This is an optimization exercise on Yosys and OpenROAD, whose aim is small area and a short achievable clock period, not a production implementation. Where RTL was checked, it was by simulation tests only, not by an equivalence proof against the original. No functional check of the RTL was part of run 3. Power is estimated from default activity; no workload was simulated.

### flow/flow/run.sh
#!/bin/bash
set -euo pipefail
export BUFFER_PORTS_ARGS="-buffer_cell sky130_fd_sc_hd__buf_1"
export SETUP_SLACK_MARGIN=6.0
bash standard.sh > standard_flow.log 2>&1
### flow/design.v
`default_nettype none
package tcp_rx_pkg;
    localparam int data_bytes = 8;
    typedef logic [8*data_bytes-1:0] beat_t;
    localparam logic [15:0] ethertype_ipv4    = 16'h0800;
    localparam logic [7:0]  ip_proto_tcp      = 8'd6;
    localparam logic [3:0]  ipv4_ihl          = 4'd5;
    localparam int          eth_hdr_bytes     = 14;
    localparam int          ip_hdr_bytes      = 20;
    localparam int          tcp_min_hdr_bytes = 20;
    localparam int flag_fin = 0;
    localparam int flag_syn = 1;
    localparam int flag_rst = 2;
    localparam int flag_ack = 4;
    typedef struct packed {
        logic [31:0] src_mac_tail;
        logic [15:0] ethertype;
        logic [3:0]  version;
        logic [3:0]  ihl;
        logic [7:0]  tos;
    } hdr_b1_t;
    typedef struct packed {
        logic [15:0] total_len;
        logic [15:0] ident;
        logic [15:0] frag;
        logic [7:0]  ttl;
        logic [7:0]  protocol;
    } hdr_b2_t;
    typedef struct packed {
        logic [15:0] ip_csum;
        logic [31:0] src_ip;
        logic [15:0] dst_ip_head;
    } hdr_b3_t;
    typedef struct packed {
        logic [15:0] dst_ip_tail;
        logic [15:0] src_port;
        logic [15:0] dst_port;
        logic [15:0] seq_head;
    } hdr_b4_t;
    typedef struct packed {
        logic [15:0] seq_tail;
        logic [31:0] ack_num;
        logic [3:0]  data_off;
        logic [3:0]  rsvd;
        logic [7:0]  flags;
    } hdr_b5_t;
    typedef union packed {
        hdr_b1_t b1;
        hdr_b2_t b2;
        hdr_b3_t b3;
        hdr_b4_t b4;
        hdr_b5_t b5;
    } hdr_beat_t;
endpackage
`default_nettype wire
`default_nettype none
module tcp_rx_top #(
    parameter logic [47:0] board_mac  = 48'h02_00_c0_a8_0a_0a,
    parameter logic [15:0] local_port = 16'h0024
) (
    input  wire                                 aclk,
    input  wire                                 areset,
    input  wire tcp_rx_pkg::beat_t              in_tdata,
    input  wire [tcp_rx_pkg::data_bytes-1:0]    in_tkeep,
    input  wire                                 in_tvalid,
    input  wire                                 in_tlast,
    output logic                                in_tready,
    input  wire                                 established,
    input  wire [31:0]                          expected_seq,
    output tcp_rx_pkg::beat_t                   out_tdata,
    output logic [tcp_rx_pkg::data_bytes-1:0]   out_tkeep,
    output logic                                out_tlast,
    output logic                                out_tvalid,
    input  wire                                 out_tready,
    output logic                                seg_valid,
    output logic                                seg_syn,
    output logic                                seg_fin,
    output logic                                seg_ack,
    output logic                                seg_rst,
    output logic [31:0]                         seg_seq,
    output logic [31:0]                         seg_ack_num,
    output logic [47:0]                         peer_mac,
    output logic [31:0]                         peer_ip,
    output logic [15:0]                         peer_port,
    output logic [15:0]                         peer_window,
    output logic [15:0]                         seg_payload_len
);
    function automatic logic [7:0] lane(input logic [63:0] d, input int i);
        lane = d[8*i +: 8];
    endfunction
    logic        can_load;
    logic        fire;
    logic [2:0]  bc;         
    logic        hdr_ok;     
    logic [15:0] len_q;      
    logic [12:0] q;          
    logic        act;        
    logic        pre;        
    logic [2:0]  sc;         
    logic        m0;         
    logic        flush_q;
    logic [47:0] prev_q;     
    logic [2:0]  kc;         
    assign can_load  = !out_tvalid || out_tready;
    assign in_tready = can_load;
    assign fire      = in_tvalid && can_load;
    logic [3:0]  doff;
    logic [7:0]  flags;
    logic        mac_ok, type_ok, proto_ok, port_ok;
    logic        seq_ok, len_ok;
    logic        accept;
    logic [15:0] tl_in;
    assign doff  = in_tdata[55:52];
    assign tl_in = {lane(in_tdata, 0), lane(in_tdata, 1)};
    assign flags = lane(in_tdata, 7);
    assign mac_ok   = {lane(in_tdata, 0), lane(in_tdata, 1), lane(in_tdata, 2),
                       lane(in_tdata, 3), lane(in_tdata, 4), lane(in_tdata, 5)} == board_mac;
    assign type_ok  = {lane(in_tdata, 4), lane(in_tdata, 5)} == tcp_rx_pkg::ethertype_ipv4
                      && in_tdata[51:48] == tcp_rx_pkg::ipv4_ihl;
    assign proto_ok = lane(in_tdata, 7) == tcp_rx_pkg::ip_proto_tcp;
    assign port_ok  = {lane(in_tdata, 4), lane(in_tdata, 5)} == local_port;
    assign seq_ok   = {seg_seq[31:16], lane(in_tdata, 0), lane(in_tdata, 1)} == expected_seq;
    assign len_ok   = ({2'b00, len_q} > {12'd0, doff, 2'b00} + 18'd20) && len_q < 16'd65522;
    assign accept = hdr_ok && established && flags[tcp_rx_pkg::flag_ack]
                    && !flags[tcp_rx_pkg::flag_fin] && doff >= 4'd5 && seq_ok && len_ok;
    logic [2:0]  t_lo;       
    logic [2:0]  ll;         
    logic        wend;       
    logic [7:0]  hmask;
    logic [7:0]  v;          
    logic [2:0]  e;          
    logic [2:0]  diff;       
    logic        sp;         
    logic        fl;         
    logic        skip;
    logic        seg_end;
    logic        lw;
    assign t_lo  = {len_q[2] ^ ~m0, len_q[1:0]};
    assign ll    = t_lo + 3'd5;
    assign wend  = q[12:2] == '0 && q[1:0] == ((t_lo >= 3'd3) ? 2'd1 : 2'd2);
    always_comb begin
        for (int i = 0; i < 8; i++) begin
            hmask[i] = !wend || (3'(i) <= ll);
        end
    end
    assign v = in_tkeep & hmask;
    assign e[0] = (v[0] & ~v[1]) | (v[2] & ~v[3]) | (v[4] & ~v[5]) | (v[6] & ~v[7]);
    assign e[1] = (v[1] & ~v[3]) | (v[5] & ~v[7]);
    assign e[2] = v[3] & ~v[7];
    assign diff = e + {~m0, 2'b10};
    assign sp   = m0 ? v[6] : v[2];
    assign fl   = m0 ? v[5] : v[1];
    assign skip = pre && sc != 3'd0;
    assign seg_end = pre ? (sp && (wend || in_tlast)) : (wend || in_tlast);
    assign lw      = act && !skip && (seg_end || (!pre && fl));
    always_ff @(posedge aclk) begin
        if (areset) begin
            bc         <= '0;
            seg_valid  <= 1'b0;
            out_tvalid <= 1'b0;
            flush_q    <= 1'b0;
            act        <= 1'b0;
        end else begin
            seg_valid  <= fire && in_tlast && bc[2] && bc[1] && hdr_ok;
            out_tvalid <= !can_load || flush_q || (in_tvalid && lw);
            if (can_load) begin
                flush_q <= in_tvalid && act && !pre && seg_end && sp;
            end
            if (fire) begin
                if (in_tlast) begin
                    bc <= '0;
                end else if (bc != 3'd7) begin
                    bc <= bc + 3'd1;
                end
                if (bc == 3'd5) begin
                    act <= accept && !in_tlast;
                end else if (in_tlast || (!skip && seg_end)) begin
                    act <= 1'b0;
                end
            end
        end
    end
    always_ff @(posedge aclk) begin
        if (fire) begin
            prev_q <= in_tdata[63:16];
            q      <= (bc == 3'd2) ? tl_in[15:3] : q - 13'd1;
            if (bc == 3'd5) begin
                pre <= 1'b1;
                sc  <= doff[3:1] - 3'd2;
                m0  <= doff[0];
            end else if (act && pre) begin
                if (sc == 3'd0) begin
                    pre <= 1'b0;
                end else begin
                    sc <= sc - 3'd1;
                end
            end else if (act && seg_end && sp) begin
                sc <= diff;
            end
        end
        if (can_load) begin
            if (pre) begin
                out_tdata <= m0 ? {in_tdata[47:0], in_tdata[63:48]} : {in_tdata[15:0], in_tdata[63:16]};
            end else begin
                out_tdata <= m0 ? {in_tdata[47:0], prev_q[47:32]} : {in_tdata[15:0], prev_q};
            end
            out_tlast <= flush_q || (seg_end && !(!pre && sp));
            kc        <= flush_q ? sc : ((!pre && fl) ? 3'd0 : diff);
        end
    end
    always_comb begin
        for (int i = 0; i < 8; i++) begin
            out_tkeep[i] = kc == 3'd0 || 3'(i) < kc;
        end
    end
    always_ff @(posedge aclk) begin
        if (fire) begin
            case (bc)
                3'd0: begin
                    hdr_ok          <= mac_ok;
                    peer_mac[47:32] <= {lane(in_tdata, 6), lane(in_tdata, 7)};
                end
                3'd1: begin
                    hdr_ok         <= hdr_ok && type_ok;
                    peer_mac[31:0] <= {lane(in_tdata, 0), lane(in_tdata, 1),
                                       lane(in_tdata, 2), lane(in_tdata, 3)};
                end
                3'd2: begin
                    hdr_ok <= hdr_ok && proto_ok;
                    len_q  <= tl_in;
                end
                3'd3: begin
                    peer_ip <= {lane(in_tdata, 2), lane(in_tdata, 3),
                                lane(in_tdata, 4), lane(in_tdata, 5)};
                end
                3'd4: begin
                    hdr_ok          <= hdr_ok && port_ok;
                    peer_port       <= {lane(in_tdata, 2), lane(in_tdata, 3)};
                    seg_seq[31:16]  <= {lane(in_tdata, 6), lane(in_tdata, 7)};
                end
                3'd5: begin
                    seg_seq[15:0] <= {lane(in_tdata, 0), lane(in_tdata, 1)};
                    seg_ack_num   <= {lane(in_tdata, 2), lane(in_tdata, 3),
                                      lane(in_tdata, 4), lane(in_tdata, 5)};
                    seg_fin       <= flags[tcp_rx_pkg::flag_fin];
                    seg_syn       <= flags[tcp_rx_pkg::flag_syn];
                    seg_rst       <= flags[tcp_rx_pkg::flag_rst];
                    seg_ack       <= flags[tcp_rx_pkg::flag_ack];
                    len_q         <= len_q - 16'd20 - {10'd0, doff, 2'b00};
                end
                3'd6: begin
                    peer_window <= {lane(in_tdata, 0), lane(in_tdata, 1)};
                end
                default: begin
                end
            endcase
        end
    end
    assign seg_payload_len = len_q;
endmodule
`default_nettype wire
### flow/constraint.sdc
create_clock -name core_clock -period 10.5 [get_ports {aclk}]
set_input_delay 2.1000 -clock core_clock [delete_from_list [all_inputs] [get_ports {aclk}]]
set_output_delay 2.1000 -clock core_clock [all_outputs]
set_load 0.01 [all_outputs]
### flow/standard.sh
#!/bin/bash
# synth_recipe.tcl (not shown) runs the flow's synth.tcl, then flattens the netlist and writes it again
# the make line also repeats each setting of config.mk as NAME=value (left out here)
make -C /OpenROAD-flow-scripts/flow DESIGN_CONFIG=/design/flow/config.mk WORK_HOME=/design/flow/orfs CLKGATE_MAP_FILE= SYNTH_SCRIPT=/design/flow/synth_recipe.tcl "${@:-finish}"
### flow/config.mk
export PLATFORM = sky130hd
export DESIGN_NAME = tcp_rx_top
export DESIGN_NICKNAME = tcp_rx_top
export VERILOG_FILES = /design/flow/design.v
export SDC_FILE = /design/flow/constraint.sdc
export NUM_CORES = 4
export LEC_CHECK = 0
export CAP_MARGIN = 20
export CORE_MARGIN = 2
export CORE_UTILIZATION = 40
export SLEW_MARGIN = 20
==> results.txt, run 1 <==
- The run finished with no timing, DRC or antenna violations.
- The congestion estimate from routability-driven global placement came to 0.829.
- Across the routed clock network, the largest skew measured is 0.0161 ns.
- The count of flip-flops with a built-in enable after synthesis is 331.
- The maximum fanout along the worst path is 2.
- The endpoint kind of the worst setup timing path is a primary output.
- The clock buffer count from CTS is 37.
- Static timing analysis puts the maximum clock frequency at 0.217 GHz.
- The power density of the placed cells is 177 nW/um^2.
- The synthesized instance count is 919.
- In the final timing run, aggregate negative setup slack is 0 ns.
- The share of final-layout standard cells stronger than drive strength 1 is 11.2%.
- The number of placement rows is 68.
- The number of vias per cell is 5.18.
- For this run, asynchronously set or reset flops after synthesis account for 0%.
- The CTS H-tree depth is 2.
- Detailed placement finished with a half-perimeter wire length of 29000 um.
- The area growth from synthesis to layout is 24.5%.
- The area occupied by multi-input gates is 3740 sq um.
- The die width is 191 um.
- The start of the worst register-to-register path is m0$_DFFE_PP_.
- The count of routing violations after the opening detailed-route iteration is 774.
- The number of failing setup endpoints in the final timing report is 0.
- The worst min-delay path class is flop to flop.
- Counting the fill cells in the layout gives 3053.
- The worst hold path begins at bc[1]$_SDFFE_PP0P_.
- The clock passes through at most 3 buffers.
- Global routing finished with a remaining overflow of 0.
- Global routing used 22.2% of the available tracks across all layers.
- The sequential area share after synthesis is 71.9%.
- The core region is 34500 sq um.
- The die area is 36600 sq um.
- The maximum VDD drop is 105 uV.
- The beginning of the critical path is out_tready.
- The worst-case register-to-register setup slack is 7.37 ns.
- The number of max-slew violations in the final report is 0.
- The height of the die is 191 um.
- The biggest area consumer among synthesized cells is sky130_fd_sc_hd__edfxtp_1.
- The clock root buffer is sky130_fd_sc_hd__clkbuf_16.
- The initial utilization of the core area, before any placement, comes to 40.6%.
- The clock drives 338 sinks.
- The count of endpoints failing hold in the final timing report came to 0.
- On the worst path, the slowest cell contributes a delay of 0.18 ns.
- The worst setup path is launched from an input pin.
- Yosys mapped the design onto 65 distinct sky130hd cell types.
- Setup repair after global routing could not meet its margin everywhere.
- Clock latency on the worst-skew pair, taken at its later pin, is 0.52 ns.
- In this run the count of I/O pins placed on the die edge is 382.
- The total cell area at the placement stage is 16100 sq um.
- The number of detailed-route iterations in the first pass is 7.
- The total met2 wirelength after detailed routing is 20300 um.
- The sequential cells in the finished layout cover a total of 10100 sq um.
- Summed over its instances, the top area cell type makes up 70.9% of the synthesized netlist area.
- Entering global routing, the biggest net connects 95 pins.
- The max-cap check violation count is 0.
- The final layout contains 1481 nets.
- The area of all placed cells without fillers is 17500 sq um.
- The transition time at the pin with the least slew margin is 1.08 ns.
- The library cell contributing the largest single delay on the critical path is sky130_fd_sc_hd__nand2b_4.
- For the worst setup path, the data arrival time is 2.51 ns.
- In this run the static leakage power is 6.01 nW.
- The global-route wire length before repair is 58900 um.
- Of the available clock period, the critical path in the final layout requires 43.9%.
- The detailed router used layers up to and including met4.
- The post-CTS clock slew at the launch and capture registers of the worst setup and hold paths is 0.05 ns.
- The total of warnings raised by yosys is 1.
- The vias after detailed routing is 9436.
- The synthesized design contains 338 register bits.
- The synthesized netlist net count is 1065.
- In the final routed layout, each cell accounts on average for 22.7 um.
- The cell area that synthesis handed to floorplanning was 14000 sq um.
- By area the synthesized netlist is led by sky130_fd_sc_hd__edfxtp_1, sky130_fd_sc_hd__mux2_2, sky130_fd_sc_hd__ha_1.
- Headroom to the max-slew limit came out at 27.9%.
- The wire length after detailed routing is 41400 um.
- The post-placement setup slack is 5.42 ns.
- Among all flip-flop cells after synthesis, the most frequent one is sky130_fd_sc_hd__edfxtp_1.
- The routed metal-1 wirelength is 16700 um.
- For this run, design rule violations remaining after detail routing come to 0.
- The type of the worst setup path is input pin to primary output.
- Summing internal, switching and leakage power gives 0.00310 W.
- Across all hold checks on the routed design, the worst slack comes to 0.555 ns.
- The initial antenna violation count came to 4.
- The shortest clock period the worst path allows after layout is 4.61 ns.
- The via count of the first global-routing pass is 9003.
- The number of nets still failing antenna checks after routing is 0.
- TritonCTS built the clock tree.
- The critical path goes through buf_1, nand2b_4, buf_6.
- The mean area per synthesized cell is 15.3 sq um.
- Summed over all nets, wire length on met3 after detailed routing comes to 3400 um.
- Setup slack closes at 5.89 ns.
- In this run the tool buffered the top-level ports with 380 buffer cells.
- STA puts the critical path data required time at 8.40 ns.
layout by cell type (no fill, tap or decap), types with 13 or more instances in the layout:
cell / n
sky130_fd_sc_hd__buf_4: 23
sky130_fd_sc_hd__nor2_1: 29
sky130_fd_sc_hd__mux2_2: 48
sky130_fd_sc_hd__edfxtp_1: 331
sky130_fd_sc_hd__nor4_1: 13
sky130_fd_sc_hd__mux2i_1: 35
sky130_fd_sc_hd__nand2_1: 79
sky130_fd_sc_hd__clkbuf_16: 39
sky130_fd_sc_hd__ha_1: 36
sky130_fd_sc_hd__xnor2_1: 30
sky130_fd_sc_hd__o21ai_1: 18
sky130_fd_sc_hd__xor2_1: 23
sky130_fd_sc_hd__buf_1: 378
sky130_fd_sc_hd__o21ai_0: 56
sky130_fd_sc_hd__inv_1: 38
sky130_fd_sc_hd__a21oi_1: 15
what timing repair did:
action                                 in CTS  in global routing
buffers inserted                            1                  0
resized for setup                           4                  1
endpoints found under the hold margin       0                  0
setup endpoints to repair                   2                  3
hold buffers                                0                  0
worst max-delay path, delay by kind of cell:
kind          cells  cell delay [ns]
simple gates      1             0.18
buf+inv           2             0.22
logic make-up (layout without fill, tap and decap cells):
logic type / count (synthesis) / in the layout / share of synthesized area [%]
AND/OR/NAND/NOR: 202 / 202 / 7.23
adder cells (fa/ha/maj): 37 / 37 / 3.28
flip-flops: 338 / 338 / 71.9
buffers and inverters: 67 / 512 / 1.83
other: 1 / 5 / 0.0267
multiplexers: 83 / 83 / 6.35
AO/OA/AOI/OAI: 138 / 138 / 6.11
XOR/XNOR: 53 / 53 / 3.31
per-layer routing:
metal  GRT usage [%]  vias up
met5               0        -
met4            6.51        0
met3            5.23       51
met2            37.3      389
met1            28.8     4664
li1                -     4332
registers in the layout, indices dropped and copies added (netlist names), 3 cells and up:
register	count
seg_seq	32
kc	3
q	13
len_q	16
peer_port	16
bc	3
peer_mac	48
peer_window	16
peer_ip	32
prev_q	48
sc	3
out_tdata	64
seg_ack_num	32
power breakdown:
part | internal [W] | total (W) | switching [W]
sequential | 0.00153 | 0.00155 | 0.0000177
combinational | 0.0000634 | 0.000188 | 0.000125
clock | 0.000830 | 0.00136 | 0.000534
through the flow:
step	util, %	cells
6_report	50.5	1823
5_1_grt	50.5	1821
4_1_cts	50.5	1819
3_5_place_dp	46.7	1750
3_3_place_gp	46.7	1750
2_1_floorplan	-	919
synthesized netlist by cell type (3+ instances only):
cell type                    n
sky130_fd_sc_hd__xnor2_1    30
sky130_fd_sc_hd__or3_1       4
sky130_fd_sc_hd__nor3b_1     3
sky130_fd_sc_hd__o21ai_1    18
sky130_fd_sc_hd__a31oi_1     4
sky130_fd_sc_hd__inv_1      39
sky130_fd_sc_hd__nor4_1     13
sky130_fd_sc_hd__mux2i_1    35
sky130_fd_sc_hd__ha_1       36
sky130_fd_sc_hd__nand2_1    80
sky130_fd_sc_hd__nand4_1    12
sky130_fd_sc_hd__a22o_1      3
sky130_fd_sc_hd__o21ai_0    56
sky130_fd_sc_hd__xor2_1     23
sky130_fd_sc_hd__nor2b_1     4
sky130_fd_sc_hd__a21o_1      4
sky130_fd_sc_hd__nand2b_1    4
sky130_fd_sc_hd__edfxtp_1  331
sky130_fd_sc_hd__a21oi_1    15
sky130_fd_sc_hd__nor4b_1     3
sky130_fd_sc_hd__nand3_1    12
sky130_fd_sc_hd__o22ai_1     3
sky130_fd_sc_hd__clkbuf_1   21
sky130_fd_sc_hd__mux2_2     48
sky130_fd_sc_hd__and3_1      4
sky130_fd_sc_hd__o21a_1      5
sky130_fd_sc_hd__o31ai_1     4
sky130_fd_sc_hd__dfxtp_1     7
sky130_fd_sc_hd__nor3_1     12
sky130_fd_sc_hd__buf_1       3
sky130_fd_sc_hd__nor2_1     31
sky130_fd_sc_hd__nand4b_1    3
sky130_fd_sc_hd__or4_1       5
sky130_fd_sc_hd__o21bai_1    4
sky130_fd_sc_hd__nor4bb_1    3
final cells by class:
cell class | count | area share, %
repair buffers | 403 | 9.21
diodes | 4 | 0.0573
clock buffers | 41 | 5.63
well taps | 455 | 3.26
multi-input cells | 514 | 21.4
clock inverters | 27 | 1.78
flip-flops and latches | 338 | 57.7
inverters | 41 | 0.903
path summary, 6_finish.rpt:
check,endpoint,depth (start not counted)
worst min-delay path,seg_valid$_SDFF_PP0_,2
worst max register to register,sc[0]$_DFFE_PP_,9
worst min register to register,seg_valid$_SDFF_PP0_,2
worst max-delay path,in_tready,3
==> run 2: changes to the inputs <==
==> flow/run.sh (new file) <==
#!/bin/bash
# synth_recipe.tcl (not shown) runs the flow's synth.tcl, then flattens the netlist and writes it again
# the make line also repeats each setting of config.mk as NAME=value (left out here)
make -C /OpenROAD-flow-scripts/flow DESIGN_CONFIG=/design/flow/config.mk WORK_HOME=/design/flow/orfs CLKGATE_MAP_FILE= SYNTH_SCRIPT=/design/flow/synth_recipe.tcl finish
removed: flow/flow/run.sh
removed: flow/standard.sh
==> run 2 against run 1 <==
Combinational power up 29%. Setup slack worse by 0.96 ns. Flip-flop and latch count unchanged. Hold slack worse by 0.0048 ns. Via count down 0.31%. Largest cell class unchanged.
==> results.txt, run 2 <==
- In this run the worst hold path is classified as flop to flop.
- The beginning of the critical path is out_tready.
- The worst pin sits at a relative slew slack of 34.1%.
- By instance count, the cell type seen most on the critical path is sky130_fd_sc_hd__clkdlybuf4s50_1.
- The capturing instance or port of the critical path is in_tready.
- CTS placed an instance of sky130_fd_sc_hd__clkbuf_16 at the clock tree root.
- Setup repair after global routing left no endpoint under its margin.
- The filler cells instantiated in the layout total 2815.
- The number of max-slew violations in the final report is 0.
- The primary flip-flop cell chosen by synthesis mapping is sky130_fd_sc_hd__edfxtp_1.
- The worst register-to-register path has a depth of 6.
- The number of setup buffers added after CTS is 0.
- At the later pin of the worst-skew pair, clock insertion delay measures 0.51 ns.
- Of the total synthesized cell area, the portion taken by full adders, half adders and majority gates is 3.28%.
- The number of failing setup endpoints in the final timing report is 0.
- Once detail routing completed, the nets flagged for antenna violations numbered 0.
- The number of unique standard cell types used by synthesis is 65.
- Detailed placement finished with a half-perimeter wire length of 30700 um.
- The share of the synthesized netlist area taken by xor and xnor gates is 3.31%.
- Walking the worst path, the cells encountered are clkdlybuf4s50_1, nand2b_4, clkdlybuf4s50_1.
- The worst hold-check slack is 0.550 ns.
- By area the synthesized netlist is led by sky130_fd_sc_hd__edfxtp_1, sky130_fd_sc_hd__mux2_2, sky130_fd_sc_hd__ha_1.
- The initial standard-cell utilization of the core is 40.6%.
- The top cell types in the final layout, fill and taps aside, are sky130_fd_sc_hd__clkdlybuf4s50_1, sky130_fd_sc_hd__edfxtp_1, sky130_fd_sc_hd__nand2_1.
- The maximum VDD drop is 87.5 uV.
- The worst-case register-to-register setup slack is 7.15 ns.
- The top-area cell type share of the netlist area is 70.9%.
- The floorplan step defined a die boundary enclosing 36600 sq um.
- The via count of the first global-routing pass is 8870.
- Leaving out fill and tap cells, the most frequent cell in the layout is sky130_fd_sc_hd__clkdlybuf4s50_1.
- The initial antenna violation count is 1.
- Measured on the finished design, the core utilization comes to 56.7%.
- The register with the most flip-flops in the layout has 64 of them.
- After synthesis, the largest family of logic cells by area is simple AND/OR/NAND/NOR gates.
- Of the cells placed in the final design, the portion with a size suffix greater than 1 is 9.73%.
- The count of routing violations after the opening detailed-route iteration is 604.
- The area overhead of the layout relative to synthesis is 39.7%.
- Among cell families on the critical path, the largest total delay comes from buffers and inverters.
- After synthesis, the share of cell area in mux cells is 6.35%.
- The post-cts gate resize count is 0.
- The worst path required time is 8.40 ns.
- The count of endpoints failing hold in the final timing report is 0.
- The maximum fanout along the worst path is 15.
- The critical path runs through a total of 3 cells.
- The first global-routing pass estimated 60100 um of wire.
- The buffer and inverter count on the worst path is 2.
- After layout, the worst path uses 53.0% of the clock period.
- The power density of the placed cells is 153 nW/um^2.
- The height of the die is 191 um.
- The number of detailed-route iterations in the first pass is 5.
- Among all cell types in the netlist, the one instantiated most often is sky130_fd_sc_hd__edfxtp_1.
- The endpoint identified for the worst register-to-register timing path is hdr_ok$_DFFE_PP_.
- The data arrival time of the critical path is 3.47 ns.
- The congestion estimate from routability-driven global placement came to 0.855.
- The endpoint kind of the worst setup timing path is a primary output.
- By count the netlist is led by sky130_fd_sc_hd__edfxtp_1, sky130_fd_sc_hd__nand2_1, sky130_fd_sc_hd__o21ai_0, sky130_fd_sc_hd__mux2_2, sky130_fd_sc_hd__inv_1.
- The fraction of registers with async set/reset is 0%.
- The worst setup skew after layout is 0.0157 ns.
- In this run, synthesis produced a sequential element count of 338.
- For this run, design rule violations remaining after detail routing come to 0.
- The start of the worst register-to-register path is out_tvalid$_SDFF_PP0_.
- Measured along the x axis, the die boundary spans 191 um.
- The startpoint type of the worst setup path is an input pin.
- Buffers inserted during clock tree synthesis total 37.
- The total of warnings raised by yosys is 1.
- TritonCTS built the clock tree.
- The library cell contributing the largest single delay on the critical path is sky130_fd_sc_hd__clkdlybuf4s50_1.
- The post-CTS clock slew at the launch and capture registers of the worst setup and hold paths is 0.06 ns.
- The region available for standard cell placement spans 34500 sq um.
- Summed over all cells, the static leakage comes to 6.94 nW.
- The number of nets in the synthesized netlist is 1065.
- The run finished with no timing, DRC or antenna violations.
- Synthesis produced a netlist whose cell count is 919.
- For this run, the top clock speed supported by timing is 0.180 GHz.
- The synthesized-area fraction occupied by ao, oa, aoi and oai cells is 6.11%.
- The buffer depth of the longest clock path is 3.
- The total congestion overflow is 0.
- The wire length after detailed routing is 42900 um.
- 382 I/O pins were placed.
- The number of sinks on the clock net is 338.
- The critical path in this run is classified as input pin to primary output.
- The largest stage delay on the critical path is 0.61 ns.
- The number of buffers added to fix hold violations after cts is 0.
- The mean area per synthesized cell is 15.3 sq um.
- CTS built an H-tree with a depth of 2.
- The total routing usage reported by global routing is 22.8%.
- Across the run, the number of max-cap violations was 0.
- The transition time at the pin with the least slew margin is 0.988 ns.
- Of all cell types, the one taking the most synthesized area is sky130_fd_sc_hd__edfxtp_1.
- The net count of the finished layout is 1476.
- The wire length per cell after detailed routing is 23.6 um.
- The number of placement rows is 68.
- The number of vias per cell is 5.19.
- The post-synthesis instance area is 14000 sq um.
- The maximum number of pins on one net before global-route repair is 66.
- The vias after detailed routing is 9407.
- The shortest clock period the worst path allows after layout is 5.57 ns.
- Ranked by flip-flop count, first place goes to out_tdata.
- The count of flip-flops with a built-in enable after synthesis is 331.
- The simple logic cell fraction of the synthesized area is 7.23%.
- Adding up every negative setup slack in the final design gives 0 ns.
- Summing the sequential cell areas from Yosys gives 71.9% of the chip area.
- In this run the tool buffered the top-level ports with 380 buffer cells.
- In the final layout, the registers with the most flip-flops are out_tdata x64, peer_mac x48, prev_q x48.
run 2: worst min path at each step:
| stage | end | startpoint | cells after the start |
|---|---|---|---|
| finish | seg_valid$_SDFF_PP0_ | bc[1]$_SDFFE_PP0P_ | 2 |
| detailed placement | seg_valid$_SDFF_PP0_ | bc[1]$_SDFFE_PP0P_ | 2 |
| global placement | seg_valid$_SDFF_PP0_ | bc[1]$_SDFFE_PP0P_ | 2 |
| CTS | seg_valid$_SDFF_PP0_ | bc[1]$_SDFFE_PP0P_ | 2 |
| floorplan | seg_valid$_SDFF_PP0_ | bc[1]$_SDFFE_PP0P_ | 2 |
| global route | seg_valid$_SDFF_PP0_ | bc[1]$_SDFFE_PP0P_ | 2 |
run 2: worst reg2reg max path, cell delays in order, from the launching register on:
cell and delay [ns]:
sky130_fd_sc_hd__dfxtp_1 0.34, sky130_fd_sc_hd__nand2b_4 0.25, sky130_fd_sc_hd__nand2_1 0.46, sky130_fd_sc_hd__clkinv_2 0.11
sky130_fd_sc_hd__buf_4 0.73, sky130_fd_sc_hd__and3_1 0.94, sky130_fd_sc_hd__o21bai_1 0.23
run 2: power breakdown:
group          total [W]  leakage [nW]  internal (W)  switching [W]
clock network    0.00120         0.548      0.000691       0.000510
logic           0.000242          3.18      0.000117       0.000125
registers        0.00155          3.22       0.00153      0.0000176
run 2: cell type report:
class | count | area [sq um] | area share [%]
clock buffers | 48 | 988 | 5.04
clock inverters | 18 | 125 | 0.638
diodes | 2 | 5.00 | 0.0255
inverters | 41 | 155 | 0.792
well taps | 455 | 569 | 2.90
multi-input cells | 514 | 3720 | 19.0
repair buffers | 398 | 3960 | 20.2
flip-flops and latches | 338 | 10100 | 51.4
run 2: through the flow:
step	std cells	worst slack [ns]	cell area (sq um)	total power, W
finish	1814	4.93	19600	0.00299
global route	1813	4.90	19600	0.00308
detailed placement	1745	4.78	18500	0.00182
CTS	1811	4.90	19600	0.00302
global placement	1745	4.89	18500	0.00181
floorplan	919	3.24	14000	0.00166
run 2: routing by layer:
layer	vias to the layer above	share of wire (%)	track usage [%]
li1	4322	-	-
met1	4626	43	31.0
met2	406	48	38.0
met3	53	7.0	4.24
met4	0	2.0	5.53
met5	-	0	0
run 2: cell families after synthesis:
logic type               Yosys count
multiplexers                      83
buffers and inverters             67
XOR/XNOR                          53
AND/OR/NAND/NOR                  202
AO/OA/AOI/OAI                    138
other                              1
adder cells (fa/ha/maj)           37
flip-flops                       338
==> run 3: changes to the inputs <==
--- a/flow/design.v
+++ b/flow/design.v
@@ -95,3 +95,5 @@
     logic [15:0] len_q;      
+    logic [2:0]  t_lo;       
     logic [12:0] q;          
+    logic [15:0] tq;         
     logic        act;        
@@ -122,6 +124,6 @@
     assign seq_ok   = {seg_seq[31:16], lane(in_tdata, 0), lane(in_tdata, 1)} == expected_seq;
-    assign len_ok   = ({2'b00, len_q} > {12'd0, doff, 2'b00} + 18'd20) && len_q < 16'd65522;
+    assign tq       = {q, t_lo};
+    assign len_ok   = ({1'b0, tq} > {11'd0, doff, 2'b00} + 17'd4) && tq < 16'd65506;
     assign accept = hdr_ok && established && flags[tcp_rx_pkg::flag_ack]
                     && !flags[tcp_rx_pkg::flag_fin] && doff >= 4'd5 && seq_ok && len_ok;
-    logic [2:0]  t_lo;       
     logic [2:0]  ll;         
@@ -137,3 +139,2 @@
     logic        lw;
-    assign t_lo  = {len_q[2] ^ ~m0, len_q[1:0]};
     assign ll    = t_lo + 3'd5;
@@ -183,5 +184,9 @@
     always_ff @(posedge aclk) begin
+        if (bc == 3'd2) begin
+            q <= tl_in[15:3];
+        end else if (fire) begin
+            q <= q - 13'd1;
+        end
         if (fire) begin
             prev_q <= in_tdata[63:16];
-            q      <= (bc == 3'd2) ? tl_in[15:3] : q - 13'd1;
             if (bc == 3'd5) begin
@@ -189,3 +194,2 @@
                 sc  <= doff[3:1] - 3'd2;
-                m0  <= doff[0];
             end else if (act && pre) begin
@@ -216,39 +220,8 @@
     always_ff @(posedge aclk) begin
-        if (fire) begin
+        if (in_tvalid) begin
             case (bc)
-                3'd0: begin
-                    hdr_ok          <= mac_ok;
-                    peer_mac[47:32] <= {lane(in_tdata, 6), lane(in_tdata, 7)};
-                end
-                3'd1: begin
-                    hdr_ok         <= hdr_ok && type_ok;
-                    peer_mac[31:0] <= {lane(in_tdata, 0), lane(in_tdata, 1),
-                                       lane(in_tdata, 2), lane(in_tdata, 3)};
-                end
-                3'd2: begin
-                    hdr_ok <= hdr_ok && proto_ok;
-                    len_q  <= tl_in;
-                end
-                3'd3: begin
-                    peer_ip <= {lane(in_tdata, 2), lane(in_tdata, 3),
-                                lane(in_tdata, 4), lane(in_tdata, 5)};
-                end
-                3'd4: begin
-                    hdr_ok          <= hdr_ok && port_ok;
-                    peer_port       <= {lane(in_tdata, 2), lane(in_tdata, 3)};
-                    seg_seq[31:16]  <= {lane(in_tdata, 6), lane(in_tdata, 7)};
-                end
-                3'd5: begin
-                    seg_seq[15:0] <= {lane(in_tdata, 0), lane(in_tdata, 1)};
-                    seg_ack_num   <= {lane(in_tdata, 2), lane(in_tdata, 3),
-                                      lane(in_tdata, 4), lane(in_tdata, 5)};
-                    seg_fin       <= flags[tcp_rx_pkg::flag_fin];
-                    seg_syn       <= flags[tcp_rx_pkg::flag_syn];
-                    seg_rst       <= flags[tcp_rx_pkg::flag_rst];
-                    seg_ack       <= flags[tcp_rx_pkg::flag_ack];
-                    len_q         <= len_q - 16'd20 - {10'd0, doff, 2'b00};
-                end
-                3'd6: begin
-                    peer_window <= {lane(in_tdata, 0), lane(in_tdata, 1)};
-                end
+                3'd0: hdr_ok <= mac_ok;
+                3'd1: hdr_ok <= hdr_ok && type_ok;
+                3'd2: hdr_ok <= hdr_ok && proto_ok;
+                3'd4: hdr_ok <= hdr_ok && port_ok;
                 default: begin
@@ -257,2 +230,38 @@
         end
+        case (bc)
+            3'd0: begin
+                peer_mac[47:32] <= {lane(in_tdata, 6), lane(in_tdata, 7)};
+            end
+            3'd1: begin
+                peer_mac[31:0] <= {lane(in_tdata, 0), lane(in_tdata, 1),
+                                   lane(in_tdata, 2), lane(in_tdata, 3)};
+            end
+            3'd2: begin
+                t_lo <= tl_in[2:0];
+            end
+            3'd3: begin
+                peer_ip <= {lane(in_tdata, 2), lane(in_tdata, 3),
+                            lane(in_tdata, 4), lane(in_tdata, 5)};
+            end
+            3'd4: begin
+                peer_port      <= {lane(in_tdata, 2), lane(in_tdata, 3)};
+                seg_seq[31:16] <= {lane(in_tdata, 6), lane(in_tdata, 7)};
+            end
+            3'd5: begin
+                seg_seq[15:0] <= {lane(in_tdata, 0), lane(in_tdata, 1)};
+                seg_ack_num   <= {lane(in_tdata, 2), lane(in_tdata, 3),
+                                  lane(in_tdata, 4), lane(in_tdata, 5)};
+                seg_fin       <= flags[tcp_rx_pkg::flag_fin];
+                seg_syn       <= flags[tcp_rx_pkg::flag_syn];
+                seg_rst       <= flags[tcp_rx_pkg::flag_rst];
+                seg_ack       <= flags[tcp_rx_pkg::flag_ack];
+                len_q         <= tq - 16'd4 - {10'd0, doff, 2'b00};
+                m0            <= doff[0];
+            end
+            3'd6: begin
+                peer_window <= {lane(in_tdata, 0), lane(in_tdata, 1)};
+            end
+            default: begin
+            end
+        endcase
     end
==> flow/flow/run.sh (new file) <==
#!/bin/bash
set -euo pipefail
export BUFFER_PORTS_ARGS="-buffer_cell sky130_fd_sc_hd__buf_1"
export SETUP_SLACK_MARGIN=6.0
bash standard.sh > standard_flow.log 2>&1
==> flow/standard.sh (new file) <==
#!/bin/bash
# synth_recipe.tcl (not shown) runs the flow's synth.tcl, then flattens the netlist and writes it again
# the make line also repeats each setting of config.mk as NAME=value (left out here)
make -C /OpenROAD-flow-scripts/flow DESIGN_CONFIG=/design/flow/config.mk WORK_HOME=/design/flow/orfs CLKGATE_MAP_FILE= SYNTH_SCRIPT=/design/flow/synth_recipe.tcl "${@:-finish}"
removed: flow/run.sh
==> run 3 against run 2 <==
Core utilization shrank 6.5 points. Final cell count decreased by 0.94%. Synthesized area up 0.32%. First-iteration DRC count down 11%. Flip-flop and latch count grew 3. Power grew 3.6%. Count of clock-buffer cells in the layout decreased by 1. Critical path type unchanged. Combinational power down 5%. Synthesized cell count shrank 2.4%. Register-to-register slack about the same.
==> results.txt, run 3 <==
- The flow ran to the end and the layout has no timing, DRC or antenna violations.
- The count of buffers added on input and output ports is 380.
- By instance count, the cell type seen most on the critical path is sky130_fd_sc_hd__buf_6.
- The clock root buffer is sky130_fd_sc_hd__clkbuf_16.
- For the worst setup path, the data arrival time is 2.64 ns.
- After synthesis the cells add up to 14100 sq um.
- After global routing the overflow that remains totals 0.
- The synthesized instance count is 897.
- The first global-routing pass estimated 59200 um of wire.
- For this design the ratio of total power to cell area is 178 nW/um^2.
- After synthesis, flip-flops and latches occupy 72.3% of the total area.
- The leakage power of the design is 5.99 nW.
- The total of warnings raised by yosys is 1.
- The die width is 192 um.
- The post-detailed-placement half-perimeter wirelength is 28900 um.
- The simple logic cell fraction of the synthesized area is 7.44%.
- The commonest non-fill, non-tap cell in the layout is sky130_fd_sc_hd__buf_1.
- Buffers inserted during clock tree synthesis total 38.
- The die covers 36700 sq um.
- In the final layout, the registers with the most flip-flops are out_tdata x64, peer_mac x48, prev_q x48.
- The maximum VDD drop is 127 uV.
- Yosys mapped the design onto 63 distinct sky130hd cell types.
- The count of endpoints failing hold in the final timing report came to 0.
- The count of routing violations after the opening detailed-route iteration is 536.
- In the final layout, the share of cells above drive strength 1 is 11.0%.
- The shortest clock period the worst path allows after layout is 4.74 ns.
- The first TritonRoute pass finished after 4 iterations.
- Walking the worst path, the cells encountered are buf_6, nor2b_4, clkinvlp_4, buf_6.
- The total negative slack for setup checks is 0 ns.
- Entering global routing, the biggest net connects 53 pins.
- The CTS H-tree depth is 2.
- The endpoint kind of the worst setup timing path is a primary output.
- The worst setup path is of the input pin to primary output kind.
- The top-area cell type share of the netlist area is 71.3%.
- Among all flip-flop cells after synthesis, the most frequent one is sky130_fd_sc_hd__edfxtp_1.
- The number of max-slew violations in the final report was 0.
- Buffers inserted to repair hold after CTS numbered 0.
- After floorplanning, the core was divided into 68 placement rows.
- Pin placement for this block handled 382 I/O pins.
- The TritonCTS clock tree is built.
- The combinational family with the most area after synthesis is simple AND/OR/NAND/NOR gates.
- STA classifies the critical path startpoint as an input pin.
- The synthesized-area fraction occupied by ao, oa, aoi and oai cells is 4.85%.
- The number of vias per cell is 5.05.
- After synthesis, the cell types taking the most area are sky130_fd_sc_hd__edfxtp_1, sky130_fd_sc_hd__mux2_2, sky130_fd_sc_hd__ha_1.
- For this configuration, the core starts out at a cell density of 40.6%.
- The buffer depth of the longest clock path is 3.
- The commonest cells after synthesis are sky130_fd_sc_hd__edfxtp_1, sky130_fd_sc_hd__nand2_1, sky130_fd_sc_hd__o21ai_0, sky130_fd_sc_hd__mux2_2, sky130_fd_sc_hd__xor2_1.
- At the end of the flow, the number of nets in the layout was 1459.
- The initial antenna violation count is 2.
- The maximum fanout along the worst path is 2.
- For the pin with the worst max-slew slack, the measured transition is 1.00 ns.
- The largest stage delay on the critical path is 0.15 ns.
- Of the total synthesized cell area, the portion taken by full adders, half adders and majority gates is 3.20%.
- Setup violations remaining at the end of the flow were counted as 0.
- The critical path contains buffers and inverters numbering 3 combined.
- The biggest area consumer among synthesized cells is sky130_fd_sc_hd__edfxtp_1.
- The library cell contributing the largest single delay on the critical path is sky130_fd_sc_hd__clkinvlp_4.
- Based on the critical path, the design can be clocked at up to 0.211 GHz.
- The worst min-delay path class is flop to flop.
- After synthesis the netlist holds a flip-flop and latch count of 341.
- In this run the remaining antenna-violating nets after routing total 0.
- From bottom edge to top edge, the die measures 192 um.
- The number of flip-flops in the largest register is 64.
- The worst setup skew after layout is 0.0126 ns.
- The wire length after detailed routing is 41800 um.
- The clock network latency to the later pin of the worst-skew pair is 0.53 ns.
- Prior to clock tree synthesis, the placed netlist has a worst setup slack of 5.05 ns.
- The library cells used most frequently in the layout, excluding fill and tap cells, are sky130_fd_sc_hd__buf_1, sky130_fd_sc_hd__edfxtp_1, sky130_fd_sc_hd__nand2_1.
- The clock net in this run drives a total of 341 sinks.
- The worst path setup slack after routing is 5.76 ns.
- The final route contains 9079 vias.
- The fraction of registers with async set/reset is 0%.
- The largest register by flop count is out_tdata.
- The average instance in the mapped netlist occupies 15.7 sq um.
- The share of the synthesized netlist area taken by xor and xnor gates is 3.80%.
- The cell family with the largest share of critical-path delay is buffers and inverters.
- After layout, the design draws a total of 0.00310 W.
- Setup repair after global routing could not meet its margin everywhere.
- The residual DRC count is 0.
- The area growth from synthesis to layout is 23.6%.
- The via count of the first global-routing pass is 8999.
- The cell with the most instances after synthesis is sky130_fd_sc_hd__edfxtp_1.
- The number of nets handed over by synthesis was 1043.
- The count of flip-flops with a built-in enable after synthesis is 334.
- The total routing usage reported by global routing is 22.5%.
- After floorplanning, the core was sized to cover 34600 sq um.
- After layout, the worst path uses 45.1% of the clock period.
- The tool flagged a number of max-cap violations equal to 0.
- The worst path required time is 8.40 ns.
- Clock-pin slew was measured on the worst setup and hold paths at 0.06 ns.
- The share of the core filled with cells is 50.2%.
- The wire length per cell after detailed routing is 23.3 um.
- After synthesis, the share of cell area in mux cells is 6.66%.
- The max-slew headroom at the worst pin is 33.4%.
- Routability-driven placement finished with a final weighted congestion of 0.801.
## run 3: changes by cell type in the layout (fill, tap and decap cells not counted), sizes merged, moves of 6 or more
cell           delta
buf             +383
clkdlybuf4s50   -380
nand2             -6
nor4              +7
o21ai            -15
xnor2             -8
xor2             +16
## run 3: repair_timing
action,in CTS,in global routing
cloned,1,0
resized for setup,6,2
endpoints found under the setup margin,5,6
setup buffers,2,0
## run 3: final cells by class
type                    instances  area [sq um]
clock inverters                21           185
fillers                      3055         17200
repair inverters                1          5.00
clock buffers                  47          1010
multi-input cells             492          3700
inverters                      37           144
flip-flops and latches        341         10200
well taps                     455           569
repair buffers                402          1610
diodes                          1          2.50
## run 3: routing by layer
| layer | vias to the layer above | track usage [%] | wire (um) |
|---|---|---|---|
| met2 | 406 | 37.1 | 20000 |
| met5 | - | 0 | 13 |
| met3 | 61 | 5.58 | 3280 |
| met1 | 4405 | 29.2 | 17500 |
| li1 | 4205 | - | - |
| met4 | 2 | 6.92 | 1060 |
## run 3: kinds of logic after synthesis
family          after synthesis
mux                          86
simple gates                203
flops                       341
xor+xnor                     61
compound gates              105
other cells                   1
buf+inv                      64
fa+ha+maj                    36
## run 3: path summary, 6_finish.rpt
check / start / to / slack (ns) / cells after the start
max: out_tready / in_tready / 5.76 / 4
min reg2reg: bc[1]$_SDFFE_PP0P_ / seg_valid$_SDFF_PP0_ / 0.52 / 2
max reg2reg: t_lo[1]$_DFFE_PP_ / sc[2]$_DFFE_PP_ / 7.14 / 9
min: bc[1]$_SDFFE_PP0P_ / seg_valid$_SDFF_PP0_ / 0.52 / 2
## run 3: power by group
part	switching (W)	internal [W]	leakage, nW	total (W)
registers	0.0000308	0.00155	3.26	0.00158
clock network	0.000531	0.000756	0.582	0.00129
logic	0.000148	0.0000823	2.15	0.000230
total	0.000709	0.00239	5.99	0.00310
## run 3: tightest hold or removal path, stage by stage (launching register included)
cell	delay, ns
sky130_fd_sc_hd__dfxtp_1	0.35
sky130_fd_sc_hd__nand3_1	0.08
sky130_fd_sc_hd__nor3_1	0.04
## run 3: stage by stage
step                instances  area (sq um)  hold WS, ns
global placement         1725         16100        0.515
floorplan                 897         14100        0.472
CTS                      1796         17400        0.523
global route             1797         17400        0.579
finish                   1797         17400        0.520
detailed placement       1725         16100        0.511
==> run 4: changes to the inputs <==
--- a/flow/design.v
+++ b/flow/design.v
@@ -125,3 +125,3 @@
     assign tq       = {q, t_lo};
-    assign len_ok   = ({1'b0, tq} > {11'd0, doff, 2'b00} + 17'd4) && tq < 16'd65506;
+    assign len_ok   = (tq[15:7] != '0 || tq[6:0] > {1'b0, doff, 2'b00} + 7'd4) && tq < 16'd65506;
     assign accept = hdr_ok && established && flags[tcp_rx_pkg::flag_ack]
@@ -147,3 +147,3 @@
     assign v = in_tkeep & hmask;
-    assign e[0] = (v[0] & ~v[1]) | (v[2] & ~v[3]) | (v[4] & ~v[5]) | (v[6] & ~v[7]);
+    assign e[0] = ~v[1] | (v[2] & ~v[3]) | (v[4] & ~v[5]) | (v[6] & ~v[7]);
     assign e[1] = (v[1] & ~v[3]) | (v[5] & ~v[7]);
@@ -216,3 +216,3 @@
         for (int i = 0; i < 8; i++) begin
-            out_tkeep[i] = kc == 3'd0 || 3'(i) < kc;
+            out_tkeep[i] = i == 0 || kc == 3'd0 || 3'(i) < kc;
         end
@@ -257,3 +257,3 @@
                 seg_ack       <= flags[tcp_rx_pkg::flag_ack];
-                len_q         <= tq - 16'd4 - {10'd0, doff, 2'b00};
+                len_q         <= {tq[15:2] + {10'h3ff, ~doff}, tq[1:0]};
                 m0            <= doff[0];
==> flow/flow/run.sh (replaced) <==
#!/bin/bash
# The standard ORFS layout (standard.sh), with these changes:
#  - port buffers are buf_1 (the resizer may upsize them) instead of the
#    resizer's default pick;
#  - before floorplanning, in_tready gets a gate of its own (in_tready.tcl).
# Each tool's output is in orfs/logs/; make's own output goes to standard_flow.log.
set -euo pipefail
here=$(pwd)
export BUFFER_PORTS_ARGS="-buffer_cell sky130_fd_sc_hd__buf_1"
export SETUP_SLACK_MARGIN=6.0
export PRE_FLOORPLAN_TCL="$here/flow/in_tready.tcl"
bash standard.sh > standard_flow.log 2>&1
==> flow/flow/in_tready.tcl (new file) <==
# Give the in_tready port a gate of its own, out_tready | !out_tvalid, so the
# port path is input buffer -> one gate -> output buffer and does not share a
# node with the internal can_load fanout. The logic function is unchanged.
set block [ord::get_db_block]
set bt_rdy [$block findBTerm in_tready]
set bt_otr [$block findBTerm out_tready]
set bt_otv [$block findBTerm out_tvalid]
set port_net [$bt_rdy getNet]
set int_net [odb::dbNet_create $block "can_load_int"]
foreach it [$port_net getITerms] {
  $it disconnect
  $it connect $int_net
}
set master [[ord::get_db] findMaster sky130_fd_sc_hd__nand2b_1]
set gate [odb::dbInst_create $block $master "in_tready_gate"]
[$gate findITerm A_N] connect [$bt_otr getNet]
[$gate findITerm B] connect [$bt_otv getNet]
[$gate findITerm Y] connect $port_net
puts "in_tready: own gate [$gate getName] on net [$port_net getName]; internal loads on [$int_net getName]"
--- a/flow/config.mk
+++ b/flow/config.mk
@@ -10,2 +10,5 @@
 export CORE_UTILIZATION = 40
+export CTS_BUF_LIST = sky130_fd_sc_hd__clkbuf_4
+export CTS_CLUSTER_DIAMETER = 60
+export CTS_CLUSTER_SIZE = 10
 export SLEW_MARGIN = 20
==> run 4 against run 3 <==
Largest cell class unchanged. Highest routed layer is now met4. Sequential power hardly changed. Setup slack better by 0.19 ns. Still clean. First-iteration DRC count is 2.1% lower. Largest power group unchanged. Critical endpoint unchanged.
==> results.txt, run 4 <==
- STA classifies the critical path endpoint as a primary output.
- The part of the cycle the worst path needs is 43.3%.
- The count of endpoints failing hold in the final timing report is 0.
- After global routing the overflow that remains totals 0.
- In this run the cell area of the synthesized design comes to 13900 sq um.
- Each instance of the synthesized netlist takes up on average 16.1 sq um.
- Once detailed placement completed, the half-perimeter wirelength came to 26800 um.
- The start point of the worst min-delay path is bc[1]$_SDFFE_PP0P_.
- The buffer depth of the longest clock path is 3.
- The largest registers in the layout are out_tdata x64, peer_mac x48, prev_q x48.
- The number of failing setup endpoints in the final timing report is 0.
- The transition time at the pin with the least slew margin is 1.06 ns.
- After layout, the worst setup slack is 5.96 ns.
- The synthesized instance count is 863.
- The number of nets at the end of the flow is 1419.
- TritonCTS built the clock tree.
- The wire length after detailed routing is 38700 um.
- During I/O placement, the number of pins put on the boundary was 382.
- The die width is 190 um.
- Entering global routing, the biggest net connects 75 pins.
- Across the routed clock network, the largest skew measured is 0.0334 ns.
- The startpoint type of the worst setup path is an input pin.
- After routing the design area is 16400 sq um.
- The wire length per cell after detailed routing is 22.2 um.
- The number of cell instances on the worst register-to-register path is 9.
- Data on the critical path arrives at its endpoint at 2.44 ns.
- Across the VDD grid, the largest voltage drop is 91.4 uV.
- Summing all placed instances gives a cell area of 16000 sq um.
- The register with the most flip-flops in the layout has 64 of them.
- The clock network latency to the later pin of the worst-skew pair is 0.68 ns.
- The initial antenna violation count is 2.
- The number of clock buffers added by TritonCTS is 42.
- The number of buffers added to fix hold violations after cts is 0.
- The synthesized netlist net count is 1004.
- Once detail routing completed, the nets flagged for antenna violations numbered 0.
- At the end of routability-driven placement, the weighted congestion stood at 0.837.
- The max-cap check violation count is 0.
- The worst hold path belongs to the class flop to flop.
- For the final routed database, the setup TNS stands at 0 ns.
- Prior to clock tree synthesis, the placed netlist has a worst setup slack of 5.66 ns.
- Global routing used 21.0% of the available tracks.
- The worst pin sits at a relative slew slack of 29.0%.
- The first detailed-routing pass took 5 iterations.
- In the layout the commonest cells are sky130_fd_sc_hd__buf_1, sky130_fd_sc_hd__edfxtp_1, sky130_fd_sc_hd__nand2_1.
- The initial standard-cell utilization of the core is 40.4%.
- The flow ran to the end and the layout has no timing, DRC or antenna violations.
- The largest register by flop count is out_tdata.
- Setup repair after global routing could not meet its margin everywhere.
- The cell depth of the worst hold path is 2.
- The CTS H-tree depth is 2.
- The share of final-layout standard cells stronger than drive strength 1 is 10.1%.
- The residual DRC count is 0.
- The placeable core region is 34400 sq um.
- The via count of the first global-routing pass was 8535.
- Clock-pin slew was measured on the worst setup and hold paths at 0.10 ns.
- The clock root buffer is sky130_fd_sc_hd__clkbuf_4.
- For this design, the sink count on the clock tree is 341.
- In this run the worst setup path begins at out_tready.
- After detailed routing, the number of vias per cell comes to 5.10.
- The maximum achievable frequency is 0.220 GHz.
- In this run the worst path has a maximum fanout of 2.
- The number of max-slew violations in the final report came to 0.
- Detailed routing inserted a total of 8890 vias.
- Data on the critical path is required at its endpoint by 8.40 ns.
- The area overhead of the layout relative to synthesis is 18.1%.
- The library cell used most frequently in the layout, excluding fill and tap cells, is sky130_fd_sc_hd__buf_1.
- The startpoint identified for the worst register-to-register timing path is t_lo[0]$_DFFE_PP_.
- The type of the worst setup path is input pin to primary output.
- In this run the static leakage power is 5.48 nW.
- For this block, the initial DRC count from the detailed router was 525.
- Dividing total power by cell area gives a power density of 149 nW/um^2.
- For this run, the number of Yosys warnings is 1.
- The global-route wire length before repair is 55300 um.
- The die covers 36200 sq um.
- The share of the core filled with cells is 47.7%.
- The shortest clock period the worst path allows after layout is 4.54 ns.
- The number of placement rows is 68.
- The completed layout was analyzed and its total power is 0.00244 W.
- From bottom edge to top edge, the die measures 190 um.
- Input and output buffers added on the ports amount to 379.
run 4: timing repair:
item / CTS / global route
pin swaps: 0 / 0
gates resized for setup: 5 / 0
buffers inserted: 1 / 0
setup endpoints to repair: 1 / 1
endpoints found under the hold margin: 0 / 0
run 4: worst max-delay path, stage by stage:
cell and delay (ns):
sky130_fd_sc_hd__buf_6 0.09, sky130_fd_sc_hd__nand2b_4 0.13, sky130_fd_sc_hd__buf_6 0.12
run 4: path summary, 6_finish.rpt:
path / end / slack [ns]
min reg2reg: seg_valid$_SDFF_PP0_ / 0.54
min: seg_valid$_SDFF_PP0_ / 0.54
max: in_tready / 5.96
max reg2reg: kc[2]$_DFFE_PN_ / 7.33
run 4: routing by layer:
metal / GRT usage, % / wire, um / vias to the layer above
met3: 5.47 / 3150 / 61
met1: 27.8 / 16400 / 4302
li1: - / - / 4136
met2: 34.5 / 18300 / 391
met5: 0 / 0 / -
met4: 5.69 / 835 / 0
run 4: power by group:
part / switching, W / total [W] / leakage (nW) / internal (W)
clock: 0.000429 / 0.000655 / 0.239 / 0.000226
sequential: 0.0000298 / 0.00158 / 3.26 / 0.00155
combinational: 0.000131 / 0.000205 / 1.99 / 0.0000742
total: 0.000590 / 0.00244 / 5.48 / 0.00185
run 4: cell type report:
cell class | instances | area [sq um]
fill | 3132 | 18000
antenna | 2 | 5.00
multi-input combinational | 463 | 3520
sequential | 341 | 10200
tap | 455 | 569
clock inverter | 9 | 76.3
inverter | 28 | 114
timing repair buffer | 402 | 1610
clock buffer | 44 | 330
run 4: through the flow:
stage               instances  hold WS, ns
global route             1743        0.578
global placement         1688        0.534
detailed placement       1688        0.528
finish                   1744        0.539
CTS                      1742        0.546
floorplan                 863        0.489
==> run 5: changes to the inputs <==
--- a/flow/flow/run.sh
+++ b/flow/flow/run.sh
@@ -11,2 +11,3 @@
 export PRE_FLOORPLAN_TCL="$here/flow/in_tready.tcl"
+export ADDER_MAP_FILE=
 bash standard.sh > standard_flow.log 2>&1
==> run 5 against run 4 <==
Critical path type unchanged. Critical path depth stayed put. Critical endpoint unchanged. Still clean. Count of clock-buffer cells in the layout is the same. Power rose by 1.7%. Non-clock buffer count down 6. Die area decreased by 1.9%. Register-to-register slack better by 0.18 ns. Largest power group unchanged. Cell area is 2.1% lower.
==> results.txt, run 5 <==
- The post-CTS clock slew at the launch and capture registers of the worst setup and hold paths is 0.11 ns.
- In this run, placement finished with an instance count of 1674.
- The commonest non-fill, non-tap cell in the layout is sky130_fd_sc_hd__buf_1.
- In the final design database the tool counted 1380 nets.
- For this run, the number of Yosys warnings is 1.
- For the final database, setup skew stands at 0.0594 ns.
- For the worst setup path, the data arrival time is 2.44 ns.
- The wire length after detailed routing is 38900 um.
- The largest register by flop count is out_tdata.
- The maximum number of pins on one net before global-route repair is 84.
- The initial utilization of the core area, before any placement, comes to 40.6%.
- The worst pin sits at a relative slew slack of 27.2%.
- The number of vias per cell is 5.20.
- The type of the worst setup path is input pin to primary output.
- The congestion estimate from routability-driven global placement came to 0.835.
- The die area is 35500 sq um.
- Setup repair after global routing could not meet its margin everywhere.
- The total setup buffers inserted after CTS is 0.
- The largest single stage delay on the critical path is 0.13 ns.
- The count of routing violations after the opening detailed-route iteration is 653.
- The total routing usage reported by global routing is 21.4%.
- The part of the cycle the worst path needs is 43.2%.
- The max-cap check violation count is 0.
- The number of max-slew violations in the final report is 0.
- The total overflow left after global routing is 0.
- The number of cells in the finished layout apart from fillers is 1730.
- The via count of the first global-routing pass was 8782.
- The cell sitting at the root of the clock tree is a sky130_fd_sc_hd__clkbuf_4.
- The number of placement rows is 67.
- The clock passes through at most 3 buffers.
- The TritonCTS clock tree is built.
- The mean area per synthesized cell is 15.7 sq um.
- The count of endpoints failing hold in the final timing report is 0.
- In the routed design, unresolved DRC markers number 0.
- In the final routed layout, each cell accounts on average for 22.5 um.
- The cell family with the largest share of critical-path delay is buffers and inverters.
- The number of buffers added to fix hold violations after cts is 0.
- The die is 189 um tall.
- The worst-case register-to-register setup slack is 7.51 ns.
- The worst min-delay path class is flop to flop.
- The clock tree synthesis step divided the H-tree into 2 levels.
- The number of top-level pins is 382.
- Traced cell by cell, the critical path runs through buf_1, nand2b_1, clkbuf_2.
- The fill cell instance count of the final layout is 3019.
- The power density of the placed cells is 154 nW/um^2.
- The register with the most flip-flops in the layout has 64 of them.
- The count of buffers added on input and output ports is 379.
- The vias after detailed routing is 8999.
- At the pin with the least slew margin, the transition time is 1.09 ns.
- The startpoint type of the worst setup path is an input pin.
- The first global-routing pass estimated 56100 um of wire.
- The die width is 189 um.
- The mapped netlist covers 13600 sq um.
- The clock buffer count from CTS is 42.
- In the final layout, the registers with the most flip-flops are out_tdata x64, peer_mac x48, prev_q x48.
- The worst setup path is captured at a primary output.
- The initial antenna violation count was 2.
- The maximum achievable frequency is 0.220 GHz.
- The worst path required time is 8.40 ns.
- At the later pin of the worst-skew pair, clock insertion delay measures 0.71 ns.
- The top cell types in the final layout, fill and taps aside, are sky130_fd_sc_hd__buf_1, sky130_fd_sc_hd__edfxtp_1, sky130_fd_sc_hd__nand2_1.
- The leakage power of the design is 5.20 nW.
- The placeable core region is 33500 sq um.
- The maximum VDD drop is 97.2 uV.
- Once detail routing completed, the nets flagged for antenna violations numbered 0.
- Counting both buffers and inverters, the worst setup path holds a total of 2.
- Setup violations remaining at the end of the flow were counted as 0.
- After legalization and detailed placement, the total HPWL measured 26600 um.
- The area overhead of the layout relative to synthesis is 17.9%.
- The worst path in the final design needs a cycle of 4.54 ns, including I/O delays and setup.
- In this run the worst path has a maximum fanout of 2.
- The number of sinks on the clock net is 341.
- The flow ran to the end and the layout has no timing, DRC or antenna violations.
- In the final timing run, aggregate negative setup slack is 0 ns.
- The share of final-layout standard cells stronger than drive strength 1 is 10.4%.
- The synthesized netlist net count is 980.
- The number of detailed-route iterations in the first pass is 5.
- The synthesized instance count is 870.
- For this design, the slowest cell found on the critical path is sky130_fd_sc_hd__nand2b_1.
==> run 5: stage by stage <==
stage                     power (W)  setup WS [ns]  hold slack (ns)  utilization (%)  area (sq um)
after global routing        0.00257           5.94            0.657             47.9         16000
after CTS                   0.00251           5.95            0.602             47.8         16000
after floorplan             0.00170           6.14            0.421                -         13600
after global placement      0.00180           5.33            0.569             46.5         15600
after detailed placement    0.00180           5.33            0.562             46.5         15600
final                       0.00248           5.96            0.605             47.9         16100
==> run 5: cell type report <==
cell class / count / area [sq um] / share of cell area [%]
Antenna cell: 3 / 7.51 / 0.0468
Tap cell: 448 / 561 / 3.49
Sequential cell: 341 / 10200 / 63.4
Timing Repair Buffer: 396 / 1560 / 9.69
Inverter: 11 / 46.3 / 0.288
Multi-Input combinational cell: 478 / 3260 / 20.3
Clock inverter: 9 / 124 / 0.772
Clock buffer: 44 / 330 / 2.06
==> run 5: repair_timing <==
action | in CTS | in global routing
endpoints found under the setup margin | 1 | 2
resized for setup | 0 | 2
pin swaps | 0 | 0
==> run 5: metal layers <==
metal / track usage (%) / wire length [um]
met3: 6.56 / 3400
met2: 34.1 / 18300
met4: 6.88 / 979
met5: 0 / 0
met1: 28.0 / 16200
==> run 5: worst paths after layout <==
kind,startpoint,cells past startpoint,end
max reg2reg,q[10]$_DFFE_PP_,7,kc[0]$_DFFE_PN_
min,sc[2]$_DFFE_PP_,2,kc[2]$_DFFE_PN_
min reg2reg,sc[2]$_DFFE_PP_,2,kc[2]$_DFFE_PN_
max,out_tready,3,in_tready
==> run 5: report_power, final <==
group | internal, W | leakage, nW | switching (W)
logic | 0.0000675 | 1.68 | 0.000127
clock network | 0.000274 | 0.265 | 0.000432
registers | 0.00155 | 3.26 | 0.0000310
total | 0.00189 | 5.20 | 0.000591
==> run 5: worst min-delay path, cell delays in order (launching register included) <==
cell and delay [ns]:
sky130_fd_sc_hd__edfxtp_1 0.37, sky130_fd_sc_hd__nand2_1 0.06, sky130_fd_sc_hd__o21ai_0 0.06
==> run 6: changes to the inputs <==
--- a/flow/design.v
+++ b/flow/design.v
@@ -124,3 +124,3 @@
     assign seq_ok   = {seg_seq[31:16], lane(in_tdata, 0), lane(in_tdata, 1)} == expected_seq;
-    assign tq       = {q, t_lo};
+    assign tq       = {q, len_q[2:0]};
     assign len_ok   = (tq[15:7] != '0 || tq[6:0] > {1'b0, doff, 2'b00} + 7'd4) && tq < 16'd65506;
@@ -139,2 +139,3 @@
     logic        lw;
+    assign t_lo  = {len_q[2] ^ ~m0, len_q[1:0]};
     assign ll    = t_lo + 3'd5;
@@ -238,5 +239,2 @@
             end
-            3'd2: begin
-                t_lo <= tl_in[2:0];
-            end
             3'd3: begin
@@ -257,3 +255,2 @@
                 seg_ack       <= flags[tcp_rx_pkg::flag_ack];
-                len_q         <= {tq[15:2] + {10'h3ff, ~doff}, tq[1:0]};
                 m0            <= doff[0];
@@ -266,2 +263,10 @@
         endcase
+    end
+    always_ff @(posedge aclk) begin
+        if (bc == 3'd2) begin
+            len_q[2:0] <= tl_in[2:0];
+        end
+        if (fire && bc == 3'd5) begin
+            len_q[15:2] <= tq[15:2] + {10'h3ff, ~doff};
+        end
     end
--- a/flow/config.mk
+++ b/flow/config.mk
@@ -11,3 +11,3 @@
 export CTS_BUF_LIST = sky130_fd_sc_hd__clkbuf_4
-export CTS_CLUSTER_DIAMETER = 60
+export CTS_CLUSTER_DIAMETER = 40
 export CTS_CLUSTER_SIZE = 10
==> run 6 against run 5 <==
Core utilization increased by 0.79 points. Wire length decreased by 0.82%. Critical path depth unchanged. Critical path type unchanged. Largest cell class unchanged.
==> results.txt, run 6 <==
- The worst register-to-register path ends at sc[0]$_DFFE_PP_.
- IR analysis of the VDD net gives a maximum drop of 117 uV.
- In this run the count of I/O pins placed on the die edge is 382.
- The register with the most flip-flops in the layout has 64 of them.
- The path class of the tightest hold or removal check is flop to flop.
- When the netlist entered floorplanning its net count stood at 969.
- The number of cell instances on the worst register-to-register path is 7.
- The maximum fanout along the worst path is 2.
- The number of buffers and inverters on the critical path is 2.
- The critical path is of the input pin to primary output type.
- For hold timing, the worst endpoint is flush_q$_SDFFE_PP0N_.
- The startpoint identified for the worst register-to-register timing path is q[9]$_DFFE_PP_.
- The wire length per cell after detailed routing is 22.1 um.
- The commonest non-fill, non-tap cell in the layout is sky130_fd_sc_hd__buf_1.
- The placeable core region is 33400 sq um.
- The clock network latency to the later pin of the worst-skew pair is 0.75 ns.
- Setup repair after global routing could not meet its margin everywhere.
- For this run, the number of Yosys warnings is 1.
- The first global-routing pass estimated 55600 um of wire.
- STA classifies the critical path endpoint as a primary output.
- The finished layout holds 1749 standard cells, fillers aside.
- The vias after detailed routing is 8942.
- The worst-case register-to-register setup slack is 7.39 ns.
- The clock root buffer is sky130_fd_sc_hd__clkbuf_4.
- The total congestion overflow is 0.
- The worst path uses 43.2% of the clock period.
- The number of vias per cell is 5.11.
- The count of buffers added on input and output ports is 379.
- The tool flagged a number of max-cap violations equal to 0.
- The die width is 188 um.
- The number of max-slew violations in the final report is 0.
- The longest clock path from root to sink contains 3 buffers.
- In this run, the number of DRC markers left after iteration 0 of detailed routing was 731.
- On the final layout, the worst clock skew is 0.0552 ns.
- The number of sinks on the clock net is 338.
- In the final design database the tool counted 1381 nets.
- The count of nets left with antenna violations once routing finished came out at 0.
- The share of final-layout standard cells stronger than drive strength 1 is 12.9%.
- The floorplan has 67 rows.
- The area overhead of the layout relative to synthesis is 20.4%.
- The total cell area at the placement stage is 15500 sq um.
- The H-tree was split into 2 levels.
- Dividing total power by cell area gives a power density of 162 nW/um^2.
- The transition time at the pin with the least slew margin is 0.959 ns.
- The pre-antenna-repair detailed-routing pass consisted of 5 iterations.
- Setup violations remaining at the end of the flow were counted as 0.
- The leakage power of the design is 5.23 nW.
- The residual DRC count is 0.
- The clock buffer count from CTS is 48.
- The total routing usage reported by global routing is 21.4%.
- TritonCTS built the clock tree.
- In the final layout, the registers with the most flip-flops are out_tdata x64, peer_mac x48, prev_q x48.
- The critical path goes through buf_8, nand2b_4, buf_6.
- The height of the die is 188 um.
- The largest stage delay on the critical path is 0.13 ns.
- The mean area per synthesized cell is 15.7 sq um.
- The flow ran to the end and the layout has no timing, DRC or antenna violations.
- The initial antenna violation count is 3.
- Routability-driven placement finished with a final weighted congestion of 0.794.
- The worst hold path begins at flush_q$_SDFFE_PP0N_.
- The finished cells cover 16200 sq um.
- The maximum number of pins on one net before global-route repair is 61.
- The worst path meets setup with 5.96 ns of slack.
- The count of endpoints failing hold in the final timing report is 0.
- Wires add up to 38600 um.
- Timing analysis after detailed placement gives a worst setup slack of 5.79 ns.
- The cell depth of the worst hold path is 2.
- The post-detailed-placement half-perimeter wirelength is 26100 um.
- The worst path required time is 8.40 ns.
- The library cell contributing the largest single delay on the critical path is sky130_fd_sc_hd__nand2b_4.
- Summing every instance area after synthesis gives 13500 sq um.
## run 6: through the flow
stage                     utilization, %  total power (W)
after floorplan                        -          0.00169
after global placement              46.5          0.00178
after detailed placement            46.5          0.00179
after CTS                           48.6          0.00266
after global routing                48.7          0.00274
final                               48.7          0.00263
## run 6: repair_timing
item,4_1_cts,5_1_grt
gates resized for setup,7,0
endpoints found under the hold margin,0,0
pin swaps,0,0
setup endpoints to repair,1,1
setup buffers,1,1
## run 6: per-layer routing
layer / track usage, % / up-vias / part of all wire, %
met5: 0 / - / 0
met4: 5.06 / 0 / 1.5
met3: 6.16 / 45 / 8.3
met2: 35.2 / 404 / 47
met1: 28.2 / 4376 / 43
li1: - / 4117 / -
## run 6: worst min-delay path, stage by stage, from the launching register on
cell and delay [ns]:
sky130_fd_sc_hd__dfxtp_1 0.39, sky130_fd_sc_hd__nand2_1 0.08, sky130_fd_sc_hd__a21oi_1 0.05
## run 6: how the worst max path moves through the flow
stage | cells past startpoint | end | slack [ns] | startpoint
after CTS | 3 | in_tready | 5.96 | out_tready
after global routing | 3 | in_tready | 5.96 | out_tready
after detailed placement | 8 | len_q[12]$_DFFE_PP_ | 5.79 | in_tdata[52]
after floorplan | 10 | act$_SDFFE_PP0P_ | 5.16 | out_tready
after global placement | 8 | len_q[12]$_DFFE_PP_ | 5.82 | in_tdata[52]
final | 3 | in_tready | 5.96 | out_tready
## run 6: area by class of cell
cell class                      count  area (sq um)  share of cell area (%)
Antenna cell                        1          2.50                  0.0154
Tap cell                          448           561                    3.45
Inverter                           12          56.3                   0.347
Clock inverter                     22           259                    1.60
Clock buffer                       57           428                    2.64
Timing Repair Buffer              400          1600                    9.85
Multi-Input combinational cell    471          3250                    20.0
Sequential cell                   338         10100                    62.1
## run 6: report_power, final
part / leakage, nW / internal, W / switching, W
Combinational: 1.61 / 0.0000684 / 0.000127
Sequential: 3.23 / 0.00153 / 0.0000281
Clock: 0.384 / 0.000392 / 0.000484

## afterwards: timing with drivers on the ports
The flow's constraints put no driver on any port. The routed layouts listed below were extracted and timed again, unchanged, in two steps. Step 1 assumes that a clkbuf_16 drives the clock port and a buf_2 every other input. Step 2 times the ports against the registers' clock, not the clock port: input delays grow and output delays shrink by t, the midpoint of the rising clock arrivals with the driver on. Three values: no drivers, after step 1, after step 2; two values: the first two.
run	t (ns)	setup WS [ns]
run 1	0.565	5.889 / 5.867 / 5.669
run 2	0.556	4.930 / 4.905 / 4.859
run 3	0.572	5.764 / 5.721 / 5.653
run 4	0.720	5.958 / 5.922 / 5.680
run 5	0.729	5.964 / 5.944 / 5.745
run 6	0.770	5.960 / 5.919 / 5.795
After both steps setup and hold are still met in every run listed.
